This design comes from an exercise in tuning for small area, a short achievable clock period and few clock cycles per item on the open sky130 flow, not from production work. Function was not checked in any run shown here: the RTL went through the layout flow alone. Power and IR drop assume default switching activity.

[design.v]
package tconv_pkg;
  localparam int OMAP_W       = 14;
  localparam int OMAP_SEL_MSB = 13;
  localparam int OMAP_SEL_LSB = 10;
  localparam int OMAP_ADDR_W  = 9;
  localparam int OMAP_SEL_W   = OMAP_SEL_MSB - OMAP_SEL_LSB + 1;
  localparam int TGT_W = OMAP_SEL_W + OMAP_ADDR_W;
  localparam int ACC_PIPE_DEPTH = 6;
  typedef enum logic [1:0] {
    ST_IDLE  = 2'd0,
    ST_ISSUE = 2'd1,
    ST_DRAIN = 2'd2
  } sched_state_e;
  typedef struct packed {
    logic             valid;
    logic [TGT_W-1:0] tgt;
  } hist_entry_t;
endpackage
import tconv_pkg::*;
module hazard_window
#(
  parameter int DEPTH = ACC_PIPE_DEPTH
) (
  input  logic             clk,
  input  logic             rst_n,
  input  logic             push_valid,
  input  logic [TGT_W-1:0] push_tgt,
  input  logic [TGT_W-1:0] probe_tgt,
  output logic             hit
);
  localparam int SLOTS = DEPTH - 1;
  logic [SLOTS-1:0]            hist_v_q;
  logic [SLOTS-1:0][TGT_W-1:0] hist_t_q;
  always_ff @(posedge clk or negedge rst_n) begin
    if (!rst_n) hist_v_q <= '0;
    else        hist_v_q <= {hist_v_q[SLOTS-2:0], push_valid};
  end
  always_ff @(posedge clk) begin
    hist_t_q <= {hist_t_q[SLOTS-2:0], push_tgt};
  end
  always_comb begin
    hit = 1'b0;
    for (int i = 0; i < SLOTS; i++) begin
      if (hist_v_q[i] && (hist_t_q[i] == probe_tgt)) hit = 1'b1;
    end
  end
endmodule
import tconv_pkg::*;
module accum_drain_scheduler
#(
  parameter int DW        = 16,
  parameter int NUM_COLS  = 16,
  parameter int HAZ_DEPTH = ACC_PIPE_DEPTH
) (
  input  logic                       clk,
  input  logic                       rst_n,
  input  logic                       vec_valid,
  output logic                       vec_ready,
  input  logic [NUM_COLS*DW-1:0]     vec_flat,
  input  logic [NUM_COLS-1:0]        cmap,
  input  logic [NUM_COLS*OMAP_W-1:0] omap_flat,
  output logic [DW-1:0]              partial_out,
  output logic [3:0]                 col_id,
  output logic                       partial_valid,
  output logic [NUM_COLS-1:0]        cmap_out,
  output logic [NUM_COLS*OMAP_W-1:0] omap_out,
  output logic                       busy,
  output logic                       done,
  output logic [15:0]                stall_cnt
);
  localparam int NC = NUM_COLS;
  function automatic logic [TGT_W-1:0] tgt_of(input logic [OMAP_W-1:0] e);
    tgt_of = {e[OMAP_SEL_MSB:OMAP_SEL_LSB], e[OMAP_ADDR_W-1:0]};
  endfunction
  function automatic logic [NC-1:0] lowest(input logic [NC-1:0] m);
    logic [NC-1:0] r;
    logic          seen;
    r = '0;
    seen = 1'b0;
    for (int i = 0; i < NC; i++) begin
      r[i] = m[i] & ~seen;
      seen = seen | m[i];
    end
    lowest = r;
  endfunction
  function automatic logic [3:0] enc(input logic [NC-1:0] oh);
    logic [3:0] r;
    r = '0;
    for (int i = 0; i < NC; i++) if (oh[i]) r = r | 4'(i);
    enc = r;
  endfunction
  logic [NC*DW-1:0]     vec_q;
  logic [NC-1:0]        cmap_q;
  logic [NC*OMAP_W-1:0] omap_q;
  logic [NC-1:0]        pend_q, pend_d;
  logic                 c_v_q, c_v_d;
  logic                 c_old_q, c_old_d;
  logic [3:0]           c_col_q, c_col_d;
  logic [TGT_W-1:0]     c_tgt_q, c_tgt_d;
  logic [DW-1:0]        c_dat_q, c_dat_d;
  logic                 ready_q, ready_d;
  logic                 busy_q, busy_d;
  logic                 zpend_q, zpend_d;
  logic [6:0]           tok_q, tok_d;
  logic                 done_q;
  logic [DW-1:0]        out_q;
  logic [3:0]           col_q;
  logic                 pv_q;
  logic [15:0]          stall_q;
  logic hit, fire, accept;
  hazard_window #(
    .DEPTH (HAZ_DEPTH)
  ) u_hazard_window (
    .clk        (clk),
    .rst_n      (rst_n),
    .push_valid (fire),
    .push_tgt   (c_tgt_q),
    .probe_tgt  (c_tgt_q),
    .hit        (hit)
  );
  assign fire   = c_v_q & ~hit;
  assign accept = ready_q & vec_valid;
  logic [NC-1:0]    in_oh;
  logic [TGT_W-1:0] in_tgt;
  logic [DW-1:0]    in_dat;
  logic             in_zero, in_le1;
  always_comb begin
    in_oh  = lowest(cmap);
    in_tgt = '0;
    in_dat = '0;
    for (int i = 0; i < NC; i++) begin
      in_tgt = in_tgt | ({TGT_W{in_oh[i]}} & tgt_of(omap_flat[i*OMAP_W +: OMAP_W]));
      in_dat = in_dat | ({DW{in_oh[i]}} & vec_flat[i*DW +: DW]);
    end
    in_zero = (cmap == '0);
    in_le1  = ((cmap & ~in_oh) == '0);
  end
  logic [NC-1:0]    above, nx_oh, c_oh;
  logic [TGT_W-1:0] nx_tgt;
  logic [DW-1:0]    nx_dat;
  logic             p_any, p_one;
  always_comb begin
    for (int i = 0; i < NC; i++) begin
      above[i] = (4'(i) > c_col_q);
      c_oh[i]  = (4'(i) == c_col_q);
    end
    nx_oh = ((pend_q & above) != '0) ? lowest(pend_q & above) : lowest(pend_q);
    nx_tgt = '0;
    nx_dat = '0;
    for (int i = 0; i < NC; i++) begin
      nx_tgt = nx_tgt | ({TGT_W{nx_oh[i]}} & tgt_of(omap_q[i*OMAP_W +: OMAP_W]));
      nx_dat = nx_dat | ({DW{nx_oh[i]}} & vec_q[i*DW +: DW]);
    end
    p_any = (pend_q != '0);
    p_one = p_any & ((pend_q & ~lowest(pend_q)) == '0);
  end
  logic c_free, last_fire, zins;
  always_comb begin
    c_free    = ~c_v_q | fire;
    last_fire = fire & (c_old_q | ~p_any);
    c_v_d   = c_v_q;
    c_old_d = c_old_q;
    c_col_d = c_col_q;
    c_tgt_d = c_tgt_q;
    c_dat_d = c_dat_q;
    pend_d  = pend_q;
    if (accept) begin
      if (!c_free) begin
        c_old_d = 1'b1;
        pend_d  = cmap;
      end else begin
        c_v_d   = ~in_zero;
        c_old_d = 1'b0;
        c_col_d = enc(in_oh);
        c_tgt_d = in_tgt;
        c_dat_d = in_dat;
        pend_d  = cmap & ~in_oh;
      end
    end else if (p_any && (fire || (c_v_q && !c_old_q))) begin
      c_v_d   = 1'b1;
      c_old_d = 1'b0;
      c_col_d = enc(nx_oh);
      c_tgt_d = nx_tgt;
      c_dat_d = nx_dat;
      pend_d  = (pend_q & ~nx_oh) | (fire ? '0 : c_oh);
    end else if (fire) begin
      c_v_d   = 1'b0;
      c_old_d = 1'b0;
    end
    zins    = (accept & in_zero & ~c_v_q) | (zpend_q & ~c_v_q);
    zpend_d = zpend_q ? c_v_q : (accept & in_zero & c_v_q);
    tok_d   = {tok_q[5:0], last_fire | zins};
    busy_d  = c_v_d | zpend_d | (tok_d != '0);
    ready_d = ~zpend_d & (accept ? (c_free ? in_le1 : in_zero)
                                 : (~p_any | (p_one & fire)));
  end
  always_ff @(posedge clk or negedge rst_n) begin
    if (!rst_n) begin
      cmap_q  <= '0;
      omap_q  <= '0;
    end else if (accept) begin
      cmap_q  <= cmap;
      omap_q  <= omap_flat;
    end
  end
  always_ff @(posedge clk) begin
    if (accept) vec_q <= vec_flat;
  end
  always_ff @(posedge clk or negedge rst_n) begin
    if (!rst_n) begin
      pend_q  <= '0;
      c_v_q   <= 1'b0;
      c_old_q <= 1'b0;
      ready_q <= 1'b1;
      busy_q  <= 1'b0;
      zpend_q <= 1'b0;
      tok_q   <= '0;
      done_q  <= 1'b0;
      pv_q    <= 1'b0;
      stall_q <= '0;
    end else begin
      pend_q  <= pend_d;
      c_v_q   <= c_v_d;
      c_old_q <= c_old_d;
      ready_q <= ready_d;
      busy_q  <= busy_d;
      zpend_q <= zpend_d;
      tok_q   <= tok_d;
      done_q  <= tok_q[6];
      pv_q    <= fire;
      if (c_v_q && hit && (stall_q != 16'hFFFF)) stall_q <= stall_q + 16'd1;
    end
  end
  always_ff @(posedge clk) begin
    c_col_q <= c_col_d;
    c_tgt_q <= c_tgt_d;
    c_dat_q <= c_dat_d;
    out_q   <= c_dat_q;
    col_q   <= c_col_q;
  end
  assign vec_ready     = ready_q;
  assign busy          = busy_q;
  assign partial_out   = out_q;
  assign col_id        = col_q;
  assign partial_valid = pv_q;
  assign done          = done_q;
  assign stall_cnt     = stall_q;
  assign cmap_out      = cmap_q;
  assign omap_out      = omap_q;
endmodule
[config.mk]
export PLATFORM = sky130hd
export DESIGN_NAME = accum_drain_scheduler
export DESIGN_NICKNAME = accum_drain_scheduler
export VERILOG_FILES = /design/flow/design.v
export SDC_FILE = /design/flow/constraint.sdc
export NUM_CORES = 4
export LEC_CHECK = 0
export CAP_MARGIN = 20
export CORE_MARGIN = 2
export CORE_UTILIZATION = 40
export SLEW_MARGIN = 20
[constraint.sdc]
create_clock -name core_clock -period 6.0 [get_ports {clk}]
set_input_delay 1.2000 -clock core_clock [delete_from_list [all_inputs] [get_ports {clk}]]
set_output_delay 1.2000 -clock core_clock [all_outputs]
set_load 0.01 [all_outputs]
[run.sh]
#!/bin/bash
# synth_recipe.tcl (not shown) runs the flow's synth.tcl, then flattens the netlist and writes it again
# the make line also repeats each setting of config.mk as NAME=value (left out here)
make -C /OpenROAD-flow-scripts/flow DESIGN_CONFIG=/design/flow/config.mk WORK_HOME=/design/flow/orfs CLKGATE_MAP_FILE= SYNTH_SCRIPT=/design/flow/synth_recipe.tcl finish
==> flow_results.org, run 1 <==
** Worst setup path
- For the worst flop-to-flop path, the logic depth is 9.
- Cell repeated most along the worst path :: nand3_1
- Setup slack on the worst reg-to-reg path comes out at 1.33 ns.
- List of cells traversed by the critical path :: a21boi_0 -> o21ai_0 -> nand3_1 -> buf_4 -> nor3_2 -> a41o_2 -> a22oi_1 -> nand3_1 -> o21a_1
- The slowest stage of the critical path belongs to the cell a41o_2.
- The critical path is of the reg -> reg type.
- Critical path's largest stage delay :: 0.99 ns
- The worst register-to-register path begins at c_col_q[2]$_DFFE_PP_.
- Kind of launch point of the worst setup path :: flop
- At the worst endpoint, the required time is 6.49 ns.
- Crit. End Element :: flop
- For the worst setup path, the data arrival time is 5.16 ns.
- In this run the worst setup path terminates at c_tgt_q[11]$_DFFE_PP_.
- Launch point of the worst path :: c_col_q[2]$_DFFE_PP_
- Of all nets on the critical path, the largest fanout is 27.
- Worst reg2reg endpoint :: c_tgt_q[11]$_DFFE_PP_

** Synth
- Number of synthesized flops with an enable pin :: 289
- The cell count after synthesis came out at 2,787.
- Adder-cell share of the synthesized area :: 0.00178
- Sequential area share after synthesis :: 0.597
- In this run the cell area of the synthesized design comes to 0.0295 mm2.
- During synthesis, Yosys emitted a total of 2 warnings.
- Mux share of post-synthesis cell area :: 0.000762
- Flip-flop cell with the highest count after synthesis :: edfxtp_1
- Each instance of the synthesized netlist takes up on average 10.6 um2.
- Of all flip-flops after synthesis, the portion carrying an async set or reset was 0.437.
- Dominant combinational cell family by area after synthesis :: simple AND/OR/NAND/NOR gates
- Of the total synthesized cell area, the portion taken by XOR and XNOR cells is 0.0234.
- The number of nets handed over by synthesis was 3,287.
- Of the total synthesized cell area, the portion taken by AND, OR, NAND and NOR gates is 0.185.
- The complex-gate fraction of the synthesized area came to 0.160.
- Yosys mapped the design onto 78 distinct sky130hd cell types.
- Synthesis inferred 664 register bits.

** Place
- Post-detailed-placement half-perimeter wirelength :: 116 mm
- Number of buffers inserted by port buffering :: 778
- RD Place Congestion :: 1.04

** Die
- From bottom edge to top edge, the die measures 276 um.
- The floorplan step defined a core boundary enclosing 0.0731 mm2.
- I/O pin cnt :: 779
- Site row count :: 99
- Starting utilization of the core area :: 0.404
- Horizontal die dimension :: 276 um
- Die Area :: 0.0761 mm2

** Clocking
- The clock drives 664 sinks.
- The number of clock buffers added by TritonCTS is 75.
- Clock latency reported for the late side of the worst-skew pair :: 0.63 ns
- In this run the number of H-tree levels came out at 3.
- In this run, post-CTS repair resized a total of 0 instances.
- After clock tree synthesis, the flow added hold-fix buffers numbering 0.
- The number of setup buffers added after CTS is 0.
- Clock-pin slew was measured on the worst setup and hold paths at 0.06 ns.
- Clock tree buffer depth :: 3
- Clock tree from TritonCTS :: built
- The tree is rooted in a clkbuf_16.

** STA
- Setup violations remaining at the end of the flow were counted as 0.
- Setup TNS :: 0 ns
- Worst-case hold slack :: 0.341 ns
- In the finished design, the share of the clock period the worst path needs comes to 0.779.
- Time the worst path needs with I/O delays and setup :: 4.67 ns
- Final count of pins violating max slew :: 0
- Setup repair after global routing left no endpoint under its margin.
- The number of failing hold endpoints at the final stage is 0.
- Worst slew margin relative to its limit :: 0.154
- For the pin with the worst max-slew slack, the measured transition is 1.27 ns.
- Based on the critical path, the design can be clocked at up to 214 MHz.
- Between clock sinks in the finished design, the worst skew comes to 0.0223 ns.

** Routing
- The routed design has 160 mm of wire.
- Detail-routed via count per cell :: 6.44
- Drt wl/cell :: 35.0 um
- Routed via count :: 29,400
- In the routed design, unresolved DRC markers number 0.
- The detailed router finished its first iteration with 4,794 violations.
- The detail route stage leaves a number of antenna-violating nets equal to 0.
- First-pass DRT Iterations :: 25

** Hold path
- In this run the worst hold path is classified as reg -> reg.

** Outcome
- The run finished with no timing, DRC or antenna violations.

** Cells and area
- The net count of the finished layout is 3,994.
- Of the cells placed in the final design, the portion with a size suffix greater than 1 is 0.0663.
- Compared with the post-synthesis result, the final layout area differs by 38.4%.
- Number of inserted filler cells in the final layout :: 6,371
- The library cells used most frequently in the layout, excluding fill and tap cells, are 908 x nand2_1, 776 x clkdlybuf4s50_1, 289 x dfrtp_1, 289 x edfxtp_1, 127 x a221oi_1.
- The library cell used most frequently in the layout, excluding fill and tap cells, is nand2_1.

** Power and ir drop
- Leakage power total :: 15.9 nW
- IR analysis of the VDD net gives a maximum drop of 0.305 mV.
- Dividing total power by cell area gives a power density of 499 mW/mm2.

** Global route
- Global-route wire length before repair :: 217 mm
- Remaining global-route overflow :: 0
- The initial antenna violation count is 49.
- Total routing usage reported by global routing :: 0.407
- Via count of the first global-routing pass :: 28,400
- Pin count of the biggest net entering global routing :: 122

** Flow run
- Number of maximum-capacitance constraint violations :: 0
-- report_power, final --
part	internal, mW	total [mW]	switching (mW)
registers	6.30	7.90	1.60
logic	3.49	7.90	4.41
clock network	2.65	4.61	1.95
-- state kept, by name (all words and copies together) (netlist names) --
register	cells
col_q	4
vec_q	256
zpend_q	1
cmap_q	16
c_col_q	4
pend_q	16
omap_q	224
out_q	16
busy_q	1
c_old_q	1
c_v_q	1
tok_q	7
u_hazard_window.hist_t_q	65
done_q	1
ready_q	1
stall_q	16
c_dat_q	16
u_hazard_window.hist_v_q	5
c_tgt_q	13
-- how the worst min path moves through the flow --
stage	from	endpoint	slack, ns	depth (start not counted)
6_report	c_dat_q[4]$_DFFE_PP_	out_q[4]$_DFF_P_	0.34	0
5_1_grt	c_dat_q[4]$_DFFE_PP_	out_q[4]$_DFF_P_	0.35	0
4_1_cts	c_dat_q[4]$_DFFE_PP_	out_q[4]$_DFF_P_	0.34	0
3_5_place_dp	c_dat_q[8]$_DFFE_PP_	out_q[8]$_DFF_P_	0.33	0
3_3_place_gp	c_dat_q[4]$_DFFE_PP_	out_q[4]$_DFF_P_	0.33	0
2_1_floorplan	c_dat_q[0]$_DFFE_PP_	out_q[0]$_DFF_P_	0.32	0
-- metrics by stage --
step / area (um2) / setup slack (ns) / std cells / total power, mW / util
detailed placement: 38400 / 1.37 / 4376 / 15.6 / 0.525
global route: 40900 / 1.08 / 4547 / 21.1 / 0.559
CTS: 40800 / 1.47 / 4516 / 20.2 / 0.558
floorplan: 29500 / 0.255 / 2787 / 11.0 / -
global placement: 38400 / 1.49 / 4376 / 15.5 / 0.525
finish: 40900 / 1.33 / 4557 / 20.4 / 0.560
-- routing by layer --
layer / GRT usage / vias up / routed length (um)
li1: - / 11900 / -
met1: 0.519 / 14500 / 57600
met2: 0.623 / 2383 / 72100
met3: 0.118 / 547 / 19700
met4: 0.227 / 14 / 10100
met5: 0 / - / 90
-- cells by family after synthesis --
family	after synthesis
flops	664
mux	2
fa+ha+maj	5
compound gates	558
buf+inv	227
simple gates	1252
xor+xnor	79
-- cells in the mapped netlist, types with 15 or more instances --
library cell,number,area [um2]
edfxtp_1,289,8680
a22o_1,43,377
a22oi_1,79,593
nand3_1,77,385
a222oi_1,114,1140
a221o_1,39,390
dfxtp_1,85,1700
nor4_1,28,175
dfrtp_1,289,7230
a31oi_1,15,93.8
nor2_1,44,165
a221oi_1,127,1110
and3_1,22,138
clkbuf_1,157,589
a21oi_1,16,80.1
o21ai_0,30,150
nor3_1,27,135
nand2_1,909,3410
buf_2,37,185
o21a_1,22,165
nand4_1,56,350
xnor2_1,69,604
-- worst max-delay path: cells and delay by family, from the launching register on --
| family | cells | cell delay, ns |
|---|---|---|
| buffers and inverters | 1 | 0.24 |
| and+or+nand+nor | 3 | 0.99 |
| DFF | 1 | 0.83 |
| AOI/OAI and AO/OA | 5 | 2.44 |
-- final cells by class --
| type | instances | area [um2] | share of cell area |
|---|---|---|---|
| Sequential cell | 664 | 17600 | 0.431 |
| Multi-Input combinational cell | 1896 | 11100 | 0.272 |
| Timing Repair Buffer | 844 | 8360 | 0.204 |
| Clock buffer | 110 | 2170 | 0.0531 |
| Tap cell | 959 | 1200 | 0.0293 |
| Clock inverter | 30 | 253 | 0.00618 |
| Antenna cell | 41 | 103 | 0.00251 |
| Inverter | 13 | 56.3 | 0.00138 |
==> inputs of run 2 (changes only) <==
--- a/config.mk
+++ b/config.mk
@@ -6,6 +6,8 @@
 export NUM_CORES = 4
 export LEC_CHECK = 0
+export ABC_CLOCK_PERIOD_IN_PS = 2000
 export CAP_MARGIN = 20
 export CORE_MARGIN = 2
 export CORE_UTILIZATION = 40
+export SETUP_SLACK_MARGIN = 3.7
 export SLEW_MARGIN = 20
==> flow_results.org, run 2 <==
** Outcome
- The flow ran to the end and the layout has no timing, DRC or antenna violations.

** Synth
- The share of synthesized area in the top cell type comes to 0.294.
- Counting instances in the post-synthesis netlist gives the leading cell types as 909 x nand2_1, 289 x dfrtp_1, 289 x edfxtp_1.
- Most frequently used cell type in the post-synthesis netlist :: nand2_1
- Post-Synthesis Cell Area :: 0.0295 mm2
- Sorting the synthesized cells by area gives the leading types as edfxtp_1 29%, dfrtp_1 24%, nand2_1 12%.
- Synthesized netlist net count :: 3,287
- Leading area contributor after synthesis :: edfxtp_1
- Of the synthesized area, sequential elements account for 0.597.
- Synthesized flop and latch total :: 664
- In the synthesized netlist, the number of instances is 2,787.
- Mean instance size in the synthesized netlist :: 10.6 um2
- The Yosys step of the flow raised 2 warnings.
- The synthesized design contains 289 enable-type register cells.
- After synthesis, the netlist uses 78 different library cells.
- For this run, asynchronously set or reset flops after synthesis account for 0.437.
- Flip-flop cell with the highest count after synthesis :: edfxtp_1

** Cells and area
- Highest-count cells in the layout ignoring fill and taps :: 885 x nand2_1, 481 x clkdlybuf4s50_1, 458 x buf_4
- Registers with the most flip-flops :: vec_q (256), omap_q (224), u_hazard_window.hist_t_q (65)
- The area growth from synthesis to layout is 62.0%.
- Register with the highest flop count :: vec_q
- Number of inserted filler cells in the final layout :: 5,726
- Leaving out fill and tap cells, the most frequent cell in the layout is nand2_1.
- Util after Layout :: 0.655
- After routing the design area is 0.0479 mm2.
- Cell Count, Final, Fillers Out :: 5,114
- Number of flip-flops in the largest register :: 256
- Proportion of layout cells with a drive suffix above 1 :: 0.327
- Net total in the final layout :: 4,544

** STA
- Adding up every negative setup slack in the final design gives 0 ns.
- Maximum achievable frequency :: 310 MHz
- The max-slew violation count came to 0.
- Slew at the pin with the worst max-slew slack :: 1.12 ns
- Setup violations remaining at the end of the flow were counted as 0.
- After layout, the minimum clock period comes to 3.22 ns.
- The worst pin sits at a relative slew slack of 0.251.
- The number of failing hold endpoints at the final stage was 0.
- Setup repair after global routing could not meet its margin everywhere.
- Worst-case hold slack :: 0.335 ns
- In the post-route analysis, the smallest setup slack over all paths is 2.78 ns.
- The clock arrives with 0.0279 ns of skew.
- In the finished design, the share of the clock period the worst path needs comes to 0.537.

** Routing
- Number of nets still failing antenna checks after routing :: 0
- After detailed routing, the number of remaining DRC violations is 0.
- In the final routed layout, each cell accounts on average for 36.5 um.
- First-pass DRT Iterations :: 27
- In the routed layout, each cell is associated on average with a via count of 6.49.
- Routed via count :: 33,200
- Total detailed-routing wirelength :: 187 mm
- Drt first-iter violations :: 6,434

** Worst setup path
- In this run the number of cells on the critical path is 11.
- CP arrival :: 3.60 ns
- Slowest cell on the critical path :: a222oi_1
- STA classifies the critical path endpoint as a flop.
- Count of buffer and inverter cells on the critical path :: 3
- By instance count, the cell type seen most on the critical path is buf_12.
- Maximum net fanout on the critical path :: 21
- Number of cells on the worst reg-to-reg path :: 11
- Worst Path Required :: 6.38 ns
- The largest single stage delay on the critical path is 0.47 ns.
- Path type of the worst setup path :: reg -> reg
- Walking the worst path, the cells encountered are buf_12 -> and4b_1 -> or3_4 -> nand3_4 -> buf_12 -> nor4_4 -> buf_6 -> or2_4 -> a222oi_1 -> nand3_1 -> o21a_1.
- Crit path max-delay family :: simple AND/OR/NAND/NOR gates
- Kind of launch point of the worst setup path :: flop

** Power and ir drop
- Summing internal, switching and leakage power gives 24.5 mW.
- For this design the ratio of total power to cell area is 512 mW/mm2.
- Logic pwr share :: 0.496
- Across the VDD grid, the largest voltage drop is 0.282 mV.
- Internal :: 14.8 mW
- The share of total power dissipated in the clock network is 0.193.
- Share of total power consumed by net switching :: 0.396
- Leakage power total :: 20.1 nW
- NetSw :: 9.70 mW
- Flop pwr share :: 0.310

** Global route
- The first global-routing pass estimated 250 mm of wire.
- The initial antenna violation count was 51.
- Global routing finished with a remaining overflow of 0.
- The number of global-route vias before repair was 31,800.
- Entering global routing, the biggest net connects 120 pins.
- Total routing usage reported by global routing :: 0.473

** Clocking
- TritonCTS built the clock tree.
- Clock slew seen by the registers of the worst setup and hold paths :: 0.07 ns
- Clock tree buffer depth :: 3
- Number of sinks driven by the clock tree :: 664
- CTS built an H-tree with a depth of 3.
- The tree is rooted in a clkbuf_16.
- Number of hold buffers added after CTS :: 0
- Number of CTS-inserted buffers :: 76
- For the worst-skew pair, the clock arrives at the later sink with an insertion delay of 0.64 ns.

** Die
- After floorplanning, the core was divided into 99 placement rows.
- The initial utilization of the core area, before any placement, comes to 0.404.
- The die covers 0.0761 mm2.
- 779 I/O pins were placed.
- From left edge to right edge, the die measures 276 um.
- Vertical die dimension :: 276 um
- After floorplanning, the core was sized to cover 0.0731 mm2.

** Place
- Placed Instance Area :: 0.0386 mm2
- Post-detailed-placement half-perimeter wirelength :: 119 mm
- Post-placement cell count :: 4,376
- During placement, the flow inserted port buffers numbering 778.
- RD Place Congestion :: 0.990
- Worst-case setup slack after placement :: 1.36 ns

** Hold path
- Counting instances, the worst hold path has a depth of 0.
- The min-delay analysis places its worst path in the category reg -> reg.

** Flow run
- The tool flagged a number of max-cap violations equal to 0.
-- run 2: cell counts after synthesis --
No cell type changed its count.
-- run 2: worst paths after layout --
| kind | startpoint | end | slack, ns |
|---|---|---|---|
| worst max register to register | c_col_q[2]$_DFFE_PP_ | c_tgt_q[5]$_DFFE_PP_ | 2.78 |
| worst min register to register | c_dat_q[7]$_DFFE_PP_ | out_q[7]$_DFF_P_ | 0.34 |
| worst max-delay path | c_col_q[2]$_DFFE_PP_ | c_tgt_q[5]$_DFFE_PP_ | 2.78 |
| min in group asynchronous | rst_n | stall_q[11]$_DFFE_PN0P_ | 0.58 |
| worst min-delay path | c_dat_q[7]$_DFFE_PP_ | out_q[7]$_DFF_P_ | 0.34 |
| max in group asynchronous | rst_n | omap_q[159]$_DFFE_PN0P_ | 3.97 |
-- run 2: logic make-up after synthesis --
kind of cell	Yosys count	synth area share
fa+ha+maj	5	0.00178
simple gates	1252	0.185
buf+inv	227	0.0315
mux	2	0.000762
xor+xnor	79	0.0234
flops	664	0.597
compound gates	558	0.160
-- run 2: final cells by class --
class | count | area, um2 | area share
Sequential cell | 664 | 17700 | 0.370
Timing Repair Buffer | 1376 | 13300 | 0.278
Multi-Input combinational cell | 1910 | 12900 | 0.269
Clock buffer | 117 | 2270 | 0.0474
Tap cell | 959 | 1200 | 0.0251
Clock inverter | 25 | 219 | 0.00457
Antenna cell | 47 | 118 | 0.00246
Inverter | 13 | 82.6 | 0.00172
Timing Repair inverter | 3 | 26.3 | 0.000549
-- run 2: power groups by stage --
stage | sequential (mW) | combinational, mW | clock, mW
final | 7.61 | 12.2 | 4.74
after floorplan | 7.57 | 3.55 | 0
after detailed placement | 7.95 | 7.79 | 0
after global placement | 7.95 | 7.72 | 0
after global routing | 7.67 | 12.6 | 4.91
after CTS | 7.47 | 11.1 | 4.73
-- run 2: metal layers --
metal | global-route usage | up-vias | share of wire
met5 | 0 | - | 0.00063
met4 | 0.309 | 18 | 0.080
met3 | 0.173 | 794 | 0.15
met2 | 0.697 | 3158 | 0.43
met1 | 0.585 | 16200 | 0.34
li1 | - | 13000 | -
-- run 2: repair_timing --
item,CTS,global route
pin swaps,125,75
gates resized for setup,1827,115
setup buffers,454,65
cloned,27,3
endpoints found under the setup margin,877,517

==> re-timing with driven ports <==
The results above use ideal ports. As a check the final layouts listed here were re-extracted and re-timed, cells and wires unchanged. Step 1, drivers: a clkbuf_16 drives clk and a buf_2 each remaining input, both assumed. Step 2, shift: input delay + t, output delay - t, t = (earliest + latest rising clock arrival at the registers) / 2. This alone moves slack from input paths to output paths. Three values: ideal ports, drivers, drivers and shift; two values: the first two.
| run | shift t [ns] | slack for setup (ns) | worst setup path at the end | slew at the worst register clock pin (ns) | worst slew at a driven data input, ns |
|---|---|---|---|---|---|
| run 1 | 0.694 | 1.328 / 1.328 / 1.252 | input to register | 0.06 / 0.06 | 0.22 |
| run 2 | 0.697 | 2.779 / 2.779 / 2.182 | input to register | 0.07 / 0.07 | 0.30 |
After both steps every run listed still meets setup and hold. For run 2, which loses most, drivers alone change the setup slack by 0.000 ns; drivers and shift together by -0.597 ns.
